Context: an optimization exercise on an open-source flow, tuned for small area, a short achievable clock period and few clock cycles per item. The choices shown serve that exercise and are no tape-out recipe.
No functional check of the RTL was part of this run.
Power and IR drop assume default switching activity.

==> flow/flow/run.sh <==
#!/bin/bash
# Own layout flow: the standard ORFS flow with a few changes, chosen by the
# files beside this script:
#   env.sh      extra environment settings for ORFS (sourced first)
#   abc.script  if present, the ABC script used in place of ORFS's abc_speed.script
#               (the rest of the synthesis is the standard synthesis, unchanged)
set -euo pipefail
W=$(pwd)
F=$W/flow
if [[ -f $F/env.sh ]]; then
  source "$F/env.sh"
fi
if [[ -f $F/abc.script ]]; then
  sed "/source \$::env(SCRIPTS_DIR)\/synth_preamble.tcl/a set abc_args [lreplace \$abc_args 1 1 $F/abc.script]" \
    "$FLOW_HOME/scripts/synth.tcl" > "$W/synth_mod.tcl"
  sed "s|source \$::env(SCRIPTS_DIR)/synth.tcl|source $W/synth_mod.tcl|" \
    "$W/synth_recipe.tcl" > "$W/my_synth.tcl"
  sed "s|SYNTH_SCRIPT=[^ ]*|SYNTH_SCRIPT=$W/my_synth.tcl|" "$W/standard.sh" > "$W/my_standard.sh"
else
  cp "$W/standard.sh" "$W/my_standard.sh"
fi
bash "$W/my_standard.sh" > "$W/flow_make.log" 2>&1
==> flow/flow/env.sh <==
# IO port buffers: the smallest buffer instead of ORFS's default pick
export BUFFER_PORTS_ARGS="-buffer_cell sky130_fd_sc_hd__buf_1"
# repair_timing after CTS and global routing aims for a 9.5 ns period
export SETUP_SLACK_MARGIN=13.5
# keep out_ready and in_ready (in_ready is out_ready) next to each other on the edge
export PRE_IO_PLACEMENT_TCL=$F/io.tcl
==> flow/flow/io.tcl <==
set_io_pin_constraint -group -order -pin_names {out_ready in_ready}
==> flow/standard.sh <==
#!/bin/bash
# synth_recipe.tcl (not shown) runs the flow's synth.tcl, then flattens the netlist and writes it again
# the make line also repeats each setting of config.mk as NAME=value (left out here)
make -C /OpenROAD-flow-scripts/flow DESIGN_CONFIG=/design/flow/config.mk WORK_HOME=/design/flow/orfs CLKGATE_MAP_FILE= SYNTH_SCRIPT=/design/flow/synth_recipe.tcl "${@:-finish}"
==> flow/config.mk <==
export PLATFORM = sky130hd
export DESIGN_NAME = m31_ext_mix16
export DESIGN_NICKNAME = m31_ext_mix16
export VERILOG_FILES = /design/flow/design.v
export SDC_FILE = /design/flow/constraint.sdc
export NUM_CORES = 4
export LEC_CHECK = 0
export CAP_MARGIN = 20
export CORE_MARGIN = 2
export CORE_UTILIZATION = 55
export CTS_BUF_LIST = sky130_fd_sc_hd__clkbuf_8 sky130_fd_sc_hd__clkbuf_16
export CTS_CLUSTER_DIAMETER = 80
export CTS_CLUSTER_SIZE = 24
export SLEW_MARGIN = 20
==> flow/constraint.sdc <==
create_clock -name core_clock -period 23.0 [get_ports {clk}]
set_input_delay 4.6000 -clock core_clock [delete_from_list [all_inputs] [get_ports {clk}]]
set_output_delay 4.6000 -clock core_clock [all_outputs]
set_load 0.01 [all_outputs]
==> flow/design.v <==
module m31_ext_mix16 #(
  parameter int T     = 16,
  parameter int TAG_W = 8
) (
  input  logic               clk,
  input  logic               rst_n,
  input  logic               in_valid,
  output logic               in_ready,
  input  logic [T*31-1:0]    in_state,
  input  logic [TAG_W-1:0]   in_tag,
  output logic               out_valid,
  input  logic               out_ready,
  output logic [T*31-1:0]    out_state,
  output logic [TAG_W-1:0]   out_tag
);
  function automatic logic [61:0] csa(input logic [30:0] a, input logic [30:0] b,
                                      input logic [30:0] c);
    logic [30:0] s, m;
    s = a ^ b ^ c;
    m = (a & b) | (a & c) | (b & c);
    csa = {s, m[29:0], m[30]};
  endfunction
  function automatic logic [30:0] colsum(input logic [30:0] x0, input logic [30:0] x1,
                                         input logic [30:0] x2, input logic [30:0] x3);
    logic [61:0] u, v;
    logic [30:0] r;
    logic        z;
    u = csa(x0, x1, x2);
    v = csa(u[61:31], u[30:0], x3);
    z = &(v[61:31] & v[30:0]);
    r = cadd(v[61:31], v[30:0]);
    colsum = z ? 31'd0 : r;
  endfunction
  function automatic logic [30:0] cadd(input logic [30:0] a, input logic [30:0] b);
    logic [30:0] g, t, gg, pp, gn, pn, cin;
    logic c;
    g  = a & b;
    t  = a ^ b;
    gg = g;
    pp = t;
    gn = gg; pn = pp;
    gn[1] = gg[1] | (pp[1] & gg[0]); pn[1] = pp[1] & pp[0];
    gn[3] = gg[3] | (pp[3] & gg[2]); pn[3] = pp[3] & pp[2];
    gn[5] = gg[5] | (pp[5] & gg[4]); pn[5] = pp[5] & pp[4];
    gn[7] = gg[7] | (pp[7] & gg[6]); pn[7] = pp[7] & pp[6];
    gn[9] = gg[9] | (pp[9] & gg[8]); pn[9] = pp[9] & pp[8];
    gn[11] = gg[11] | (pp[11] & gg[10]); pn[11] = pp[11] & pp[10];
    gn[13] = gg[13] | (pp[13] & gg[12]); pn[13] = pp[13] & pp[12];
    gn[15] = gg[15] | (pp[15] & gg[14]); pn[15] = pp[15] & pp[14];
    gn[17] = gg[17] | (pp[17] & gg[16]); pn[17] = pp[17] & pp[16];
    gn[19] = gg[19] | (pp[19] & gg[18]); pn[19] = pp[19] & pp[18];
    gn[21] = gg[21] | (pp[21] & gg[20]); pn[21] = pp[21] & pp[20];
    gn[23] = gg[23] | (pp[23] & gg[22]); pn[23] = pp[23] & pp[22];
    gn[25] = gg[25] | (pp[25] & gg[24]); pn[25] = pp[25] & pp[24];
    gn[27] = gg[27] | (pp[27] & gg[26]); pn[27] = pp[27] & pp[26];
    gn[29] = gg[29] | (pp[29] & gg[28]); pn[29] = pp[29] & pp[28];
    gg = gn; pp = pn;
    gn = gg; pn = pp;
    gn[3] = gg[3] | (pp[3] & gg[1]); pn[3] = pp[3] & pp[1];
    gn[7] = gg[7] | (pp[7] & gg[5]); pn[7] = pp[7] & pp[5];
    gn[11] = gg[11] | (pp[11] & gg[9]); pn[11] = pp[11] & pp[9];
    gn[15] = gg[15] | (pp[15] & gg[13]); pn[15] = pp[15] & pp[13];
    gn[19] = gg[19] | (pp[19] & gg[17]); pn[19] = pp[19] & pp[17];
    gn[23] = gg[23] | (pp[23] & gg[21]); pn[23] = pp[23] & pp[21];
    gn[27] = gg[27] | (pp[27] & gg[25]); pn[27] = pp[27] & pp[25];
    gg = gn; pp = pn;
    gn = gg; pn = pp;
    gn[7] = gg[7] | (pp[7] & gg[3]); pn[7] = pp[7] & pp[3];
    gn[15] = gg[15] | (pp[15] & gg[11]); pn[15] = pp[15] & pp[11];
    gn[23] = gg[23] | (pp[23] & gg[19]); pn[23] = pp[23] & pp[19];
    gg = gn; pp = pn;
    gn = gg; pn = pp;
    gn[15] = gg[15] | (pp[15] & gg[7]); pn[15] = pp[15] & pp[7];
    gg = gn; pp = pn;
    gn = gg; pn = pp;
    gn[23] = gg[23] | (pp[23] & gg[15]); pn[23] = pp[23] & pp[15];
    gg = gn; pp = pn;
    gn = gg; pn = pp;
    gn[11] = gg[11] | (pp[11] & gg[7]); pn[11] = pp[11] & pp[7];
    gn[19] = gg[19] | (pp[19] & gg[15]); pn[19] = pp[19] & pp[15];
    gn[27] = gg[27] | (pp[27] & gg[23]); pn[27] = pp[27] & pp[23];
    gg = gn; pp = pn;
    gn = gg; pn = pp;
    gn[5] = gg[5] | (pp[5] & gg[3]); pn[5] = pp[5] & pp[3];
    gn[9] = gg[9] | (pp[9] & gg[7]); pn[9] = pp[9] & pp[7];
    gn[13] = gg[13] | (pp[13] & gg[11]); pn[13] = pp[13] & pp[11];
    gn[17] = gg[17] | (pp[17] & gg[15]); pn[17] = pp[17] & pp[15];
    gn[21] = gg[21] | (pp[21] & gg[19]); pn[21] = pp[21] & pp[19];
    gn[25] = gg[25] | (pp[25] & gg[23]); pn[25] = pp[25] & pp[23];
    gn[29] = gg[29] | (pp[29] & gg[27]); pn[29] = pp[29] & pp[27];
    gg = gn; pp = pn;
    gn = gg; pn = pp;
    gn[2] = gg[2] | (pp[2] & gg[1]); pn[2] = pp[2] & pp[1];
    gn[4] = gg[4] | (pp[4] & gg[3]); pn[4] = pp[4] & pp[3];
    gn[6] = gg[6] | (pp[6] & gg[5]); pn[6] = pp[6] & pp[5];
    gn[8] = gg[8] | (pp[8] & gg[7]); pn[8] = pp[8] & pp[7];
    gn[10] = gg[10] | (pp[10] & gg[9]); pn[10] = pp[10] & pp[9];
    gn[12] = gg[12] | (pp[12] & gg[11]); pn[12] = pp[12] & pp[11];
    gn[14] = gg[14] | (pp[14] & gg[13]); pn[14] = pp[14] & pp[13];
    gn[16] = gg[16] | (pp[16] & gg[15]); pn[16] = pp[16] & pp[15];
    gn[18] = gg[18] | (pp[18] & gg[17]); pn[18] = pp[18] & pp[17];
    gn[20] = gg[20] | (pp[20] & gg[19]); pn[20] = pp[20] & pp[19];
    gn[22] = gg[22] | (pp[22] & gg[21]); pn[22] = pp[22] & pp[21];
    gn[24] = gg[24] | (pp[24] & gg[23]); pn[24] = pp[24] & pp[23];
    gn[26] = gg[26] | (pp[26] & gg[25]); pn[26] = pp[26] & pp[25];
    gn[28] = gg[28] | (pp[28] & gg[27]); pn[28] = pp[28] & pp[27];
    gn[30] = gg[30] | (pp[30] & gg[29]); pn[30] = pp[30] & pp[29];
    gg = gn; pp = pn;
    c = gg[30] | pp[30];
    cin[0] = c;
    for (int i = 1; i < 31; i++) cin[i] = gg[i-1] | (pp[i-1] & c);
    cadd = t ^ cin;
  endfunction
  function automatic logic [30:0] ladd(input logic [30:0] a, input logic [30:0] b);
    logic [30:0] g, t, gg, pp, gn, pn, cin;
    logic c;
    g  = a & b;
    t  = a ^ b;
    gg = g;
    pp = t;
    gn = gg; pn = pp;
    gn[1] = gg[1] | (pp[1] & gg[0]); pn[1] = pp[1] & pp[0];
    gn[3] = gg[3] | (pp[3] & gg[2]); pn[3] = pp[3] & pp[2];
    gn[5] = gg[5] | (pp[5] & gg[4]); pn[5] = pp[5] & pp[4];
    gn[7] = gg[7] | (pp[7] & gg[6]); pn[7] = pp[7] & pp[6];
    gn[9] = gg[9] | (pp[9] & gg[8]); pn[9] = pp[9] & pp[8];
    gn[11] = gg[11] | (pp[11] & gg[10]); pn[11] = pp[11] & pp[10];
    gn[13] = gg[13] | (pp[13] & gg[12]); pn[13] = pp[13] & pp[12];
    gn[15] = gg[15] | (pp[15] & gg[14]); pn[15] = pp[15] & pp[14];
    gn[17] = gg[17] | (pp[17] & gg[16]); pn[17] = pp[17] & pp[16];
    gn[19] = gg[19] | (pp[19] & gg[18]); pn[19] = pp[19] & pp[18];
    gn[21] = gg[21] | (pp[21] & gg[20]); pn[21] = pp[21] & pp[20];
    gn[23] = gg[23] | (pp[23] & gg[22]); pn[23] = pp[23] & pp[22];
    gn[25] = gg[25] | (pp[25] & gg[24]); pn[25] = pp[25] & pp[24];
    gn[27] = gg[27] | (pp[27] & gg[26]); pn[27] = pp[27] & pp[26];
    gn[29] = gg[29] | (pp[29] & gg[28]); pn[29] = pp[29] & pp[28];
    gg = gn; pp = pn;
    gn = gg; pn = pp;
    gn[3] = gg[3] | (pp[3] & gg[1]); pn[3] = pp[3] & pp[1];
    gn[7] = gg[7] | (pp[7] & gg[5]); pn[7] = pp[7] & pp[5];
    gn[11] = gg[11] | (pp[11] & gg[9]); pn[11] = pp[11] & pp[9];
    gn[15] = gg[15] | (pp[15] & gg[13]); pn[15] = pp[15] & pp[13];
    gn[19] = gg[19] | (pp[19] & gg[17]); pn[19] = pp[19] & pp[17];
    gn[23] = gg[23] | (pp[23] & gg[21]); pn[23] = pp[23] & pp[21];
    gn[27] = gg[27] | (pp[27] & gg[25]); pn[27] = pp[27] & pp[25];
    gg = gn; pp = pn;
    gn = gg; pn = pp;
    gn[7] = gg[7] | (pp[7] & gg[3]); pn[7] = pp[7] & pp[3];
    gn[15] = gg[15] | (pp[15] & gg[11]); pn[15] = pp[15] & pp[11];
    gn[23] = gg[23] | (pp[23] & gg[19]); pn[23] = pp[23] & pp[19];
    gg = gn; pp = pn;
    gn = gg; pn = pp;
    gn[15] = gg[15] | (pp[15] & gg[7]); pn[15] = pp[15] & pp[7];
    gg = gn; pp = pn;
    gn = gg; pn = pp;
    gn[23] = gg[23] | (pp[23] & gg[15]); pn[23] = pp[23] & pp[15];
    gg = gn; pp = pn;
    gn = gg; pn = pp;
    gn[11] = gg[11] | (pp[11] & gg[7]); pn[11] = pp[11] & pp[7];
    gn[19] = gg[19] | (pp[19] & gg[15]); pn[19] = pp[19] & pp[15];
    gn[27] = gg[27] | (pp[27] & gg[23]); pn[27] = pp[27] & pp[23];
    gg = gn; pp = pn;
    gn = gg; pn = pp;
    gn[5] = gg[5] | (pp[5] & gg[3]); pn[5] = pp[5] & pp[3];
    gn[9] = gg[9] | (pp[9] & gg[7]); pn[9] = pp[9] & pp[7];
    gn[13] = gg[13] | (pp[13] & gg[11]); pn[13] = pp[13] & pp[11];
    gn[17] = gg[17] | (pp[17] & gg[15]); pn[17] = pp[17] & pp[15];
    gn[21] = gg[21] | (pp[21] & gg[19]); pn[21] = pp[21] & pp[19];
    gn[25] = gg[25] | (pp[25] & gg[23]); pn[25] = pp[25] & pp[23];
    gn[29] = gg[29] | (pp[29] & gg[27]); pn[29] = pp[29] & pp[27];
    gg = gn; pp = pn;
    gn = gg; pn = pp;
    gn[2] = gg[2] | (pp[2] & gg[1]); pn[2] = pp[2] & pp[1];
    gn[4] = gg[4] | (pp[4] & gg[3]); pn[4] = pp[4] & pp[3];
    gn[6] = gg[6] | (pp[6] & gg[5]); pn[6] = pp[6] & pp[5];
    gn[8] = gg[8] | (pp[8] & gg[7]); pn[8] = pp[8] & pp[7];
    gn[10] = gg[10] | (pp[10] & gg[9]); pn[10] = pp[10] & pp[9];
    gn[12] = gg[12] | (pp[12] & gg[11]); pn[12] = pp[12] & pp[11];
    gn[14] = gg[14] | (pp[14] & gg[13]); pn[14] = pp[14] & pp[13];
    gn[16] = gg[16] | (pp[16] & gg[15]); pn[16] = pp[16] & pp[15];
    gn[18] = gg[18] | (pp[18] & gg[17]); pn[18] = pp[18] & pp[17];
    gn[20] = gg[20] | (pp[20] & gg[19]); pn[20] = pp[20] & pp[19];
    gn[22] = gg[22] | (pp[22] & gg[21]); pn[22] = pp[22] & pp[21];
    gn[24] = gg[24] | (pp[24] & gg[23]); pn[24] = pp[24] & pp[23];
    gn[26] = gg[26] | (pp[26] & gg[25]); pn[26] = pp[26] & pp[25];
    gn[28] = gg[28] | (pp[28] & gg[27]); pn[28] = pp[28] & pp[27];
    gn[30] = gg[30] | (pp[30] & gg[29]); pn[30] = pp[30] & pp[29];
    gg = gn; pp = pn;
    c = gg[30] | pp[30];
    cin[0] = c;
    for (int i = 1; i < 31; i++) cin[i] = gg[i-1] | (pp[i-1] & c);
    ladd = t ^ cin;
  endfunction
  logic [3:0][30:0] col_in;
  always_comb begin
    for (int j = 0; j < 4; j++)
      col_in[j] = colsum(in_state[31*j +: 31], in_state[31*(4+j) +: 31],
                         in_state[31*(8+j) +: 31], in_state[31*(12+j) +: 31]);
  end
  logic               vld_q;
  logic [T*31-1:0]    x_q;
  logic [3:0][30:0]   s_q;
  logic [TAG_W-1:0]   tag_q;
  logic               load;
  assign in_ready = out_ready;
  assign load     = in_valid && in_ready;
  always_ff @(posedge clk) begin
    if (!rst_n) vld_q <= 1'b0;
    else        vld_q <= load || (vld_q && !out_ready);
  end
  always_ff @(posedge clk) begin
    if (in_ready) begin
      x_q   <= in_state;
      s_q   <= col_in;
      tag_q <= in_tag;
    end
  end
  always_comb begin
    for (int i = 0; i < T; i++)
      out_state[31*i +: 31] = ladd(x_q[31*i +: 31], s_q[i % 4]);
  end
  assign out_valid = vld_q;
  assign out_tag   = tag_q;
endmodule
==> impl_metrics.csv <==
group,metric,value,unit
place,post-dp-hpwl,173,mm
clocking,cts_buffer_depth,3,
place,io_buffer_count,1013,
clocking,cts_root_buffer,"clkbuf_16",
setup_path,path_max_fanout,8,
route,wl,205,mm
sta,period_needed,9.50,ns
power,pwr-share-comb,0.711,
synth,ys_seq_area_frac,0.352,
power,power,9.31,mW
clocking,holdBufCountCts,0,
setup_path,required,18.40,ns
cells_and_area,fillerInstances,8356,
sta,maxSlewViolCount,0,
outcome,outcome,"timing/DRC/antenna clean",
synth,avgSynthCellArea,10.6,um2
power,leakagePower,23.6,nW
route,met2_length,94.2,mm
clocking,cts_htree_levels,2,
flow_run,drv_cap,0,
power,p_per_area,153,nW/um2
place,dp_slack,13.29,ns
route,first_pass_iters,7,
route,routedWlPerCell,27.4,um
clocking,numClockSinks,629,
synth,synth.top_cell.area_share,0.352,
clocking,cts_tree,"yes",
die,die_area,99900,um2
clocking,post-cts-setup-buffer-count,0,
sta,setup_viol,0,
synth,synth_common_cells,"edfxtp_1, ha_1, a21oi_1",
setup_path,cp.arrival,4.90,ns
synth,ys_top_cells_by_area,"edfxtp_1, ha_1, fa_1",
clocking,cts.repair.resized,14,
die,initial_core_util,0.555,
setup_path,start_kind,"flip-flop",
power,seqPwrFrac,0.190,
die,die_h,316,um
power,peakVddDrop,121,uV
setup_path,worstSetupEndpointType,"primary output",
route,viasPerCell,6.37,
worst_hold_path,holdCritPathClass,"reg2reg",
clocking,path_clk_slew,0.09,ns
synth,yosysTopAreaCell,"edfxtp_1",
die,core,96600,um2
sta,fin_crit_sh,0.413,
setup_path,worstSetupPathType,"reg2out",
synth,synth_nets,6451,
sta,fin_skew,0,ns
synth,synth.cell_area,53600,um2
global_routing,grt_max_degree,78,
synth,syn_inst,5059,
die,die_w,316,um
global_routing,grt_pass1_wl,287,mm
power,power.share.clock,0.099,
synth,synth_edf_count,628,
global_routing,grt_pass1_vias,44100,
power,switching_power,5.04,mW
synth,ys.flop_type,"edfxtp_1",
global_routing,antenna_found_initial,62,
route,wl_met3,21.4,mm
cells_and_area,layout-drive-gt1-share,0.0380,
route,wl_met1,77.1,mm
route,num_vias,47700,
sta,timing.final.ws_setup,13.50,ns
cells_and_area,final_nets,7511,
cells_and_area,final_cells,7490,
power,internal-power,4.27,mW
synth,ys_ff_latch,629,
synth,yosysUniqueCellTypes,103,
power,netSwitchingFraction,0.541,
place,gp_congestion,1.05,
sta,hold_viol_final,0,
cells_and_area,area_growth,13.8,%
sta,tightest_slew,1.06,ns
sta,fmax,105,MHz
place,placed_cells,7346,
route,drt_iter0_drc,5396,
clocking,clk_latency,0.66,ns
die,num_rows,114,
sta,setup_tns,0,ns
route,dr.max_layer_used,"met5",
sta,slew_headroom,0.285,
route,antenna_left,0,
clocking,numCtsBuffers,47,
synth,async_flop_share,0,
die,pin_count,1014,
route,route.detailed.drc,0,
global_routing,grt_overflow,0,
synth,yosys_warnings,1,
sta,rsz0062_at_grt,"true",
synth,yosysMostFrequentCell,"edfxtp_1",
global_routing,grt_usage,0.395,
[state kept, by name, summed over array words and instances (netlist names), named ones only]
register,flops
s_q,124
x_q,496
tag_q,8
[critical path: stages (launching register included)]
cell and delay, ns:
edfxtp_1 0.61, ha_1 0.40, nand4_1 0.28, nor4_2 0.57, and3_1 0.30, nor4_1 0.07
a221oi_2 0.26, nor2_1 0.22, o21ai_0 0.32, o41ai_1 0.12, xnor2_1 0.83, buf_1 0.23
[layout make-up]
class,count,area (um2),area share
Antenna cell,58,145,0.00238
Clock buffer,49,1230,0.0201
Clock inverter,37,372,0.00610
Inverter,198,743,0.0122
Multi-Input combinational cell,4206,34000,0.558
Sequential cell,629,18900,0.310
Tap cell,1276,1600,0.0262
Timing Repair Buffer,1037,4010,0.0658
[cell families after synthesis]
| group | after synthesis | share of synthesized area |
|---|---|---|
| compound gates | 1428 | 0.176 |
| xor+xnor | 421 | 0.0688 |
| fa+ha+maj | 884 | 0.244 |
| buf+inv | 224 | 0.0159 |
| flops | 629 | 0.352 |
| mux | 45 | 0.00906 |
| simple gates | 1428 | 0.134 |
[final timing paths]
check / to / cells after the start / slack, ns / startpoint
setup reg to reg: flip-flop / 2 / 22.41 / flip-flop
hold reg to reg: flip-flop / 2 / 0.53 / flip-flop
setup / recovery: out_state[337] / 11 / 13.50 / s_q[62]$_SDFFCE_PP0P_
hold / removal: flip-flop / 2 / 0.53 / flip-flop
[power groups by stage]
stage          clock, mW  combinational [mW]  sequential [mW]
2_1_floorplan          0                4.13             1.65
3_3_place_gp           0                6.34             1.79
3_5_place_dp           0                6.40             1.79
4_1_cts            0.928                6.46             1.76
5_1_grt            0.960                7.09             1.78
6_report           0.920                6.62             1.77
[layout by cell type, fill, tap and decap left out, drive strengths merged, types with 34 or more instances in the layout]
cell and n:
xor2 173, nand2 294, and4 36, a21oi 517
and3 47, and2 37, nor2b 63, o31ai 43
nor2 384, nand4 146, edfxtp 628, buf 1037
xnor2 248, o21bai 50, ha 620, nor3 151
a221oi 46, o21a 80, fa 264, a211oi 59
o21ai 179, nand3 84, nand2b 46, diode 58
a31oi 48, a21o 161, inv 209, nor4 34
clkbuf 49
[per-layer routing]
metal	up-vias	GRT usage
met5	-	0
met4	18	0.217
met3	471	0.0906
met2	2602	0.629
met1	23100	0.500
li1	21600	-
[per-stage QoR]
| step | instance area, um2 | hold slack, ns | utilization |
|---|---|---|---|
| 6_report | 61000 | 0.533 | 0.631 |
| 5_1_grt | 60900 | 0.589 | 0.631 |
| 4_1_cts | 60700 | 0.528 | 0.629 |
| 3_5_place_dp | 59000 | 0.511 | 0.611 |
| 3_3_place_gp | 59000 | 0.510 | 0.611 |
| 2_1_floorplan | 53600 | 0.538 | - |

-- what the ideal ports hide --
The flow's constraints put no driver on any port. The routed layout listed below was extracted and timed again, unchanged, in two steps. Step 1: set_driving_cell puts a clkbuf_16 on clk and a buf_2 on each other input, an assumption about the parent block. Step 2 adds t to the input delays and takes it off the output delays; t is the mean of the earliest and latest rising clock arrival at the registers after step 1. Input paths then give back, and output paths get back, about the clock's delay inside the block. a / b / c = ideal / step 1 / step 2; a / b = the first two.
shift t [ns]: 0.740
setup slack, ns: 13.505 / 13.426 / 13.445
worst slew at a driven data input, ns: 0.26
After both steps setup and hold are still met in this run. For this run, drivers alone change the setup slack by -0.079 ns; drivers and shift together by -0.060 ns.
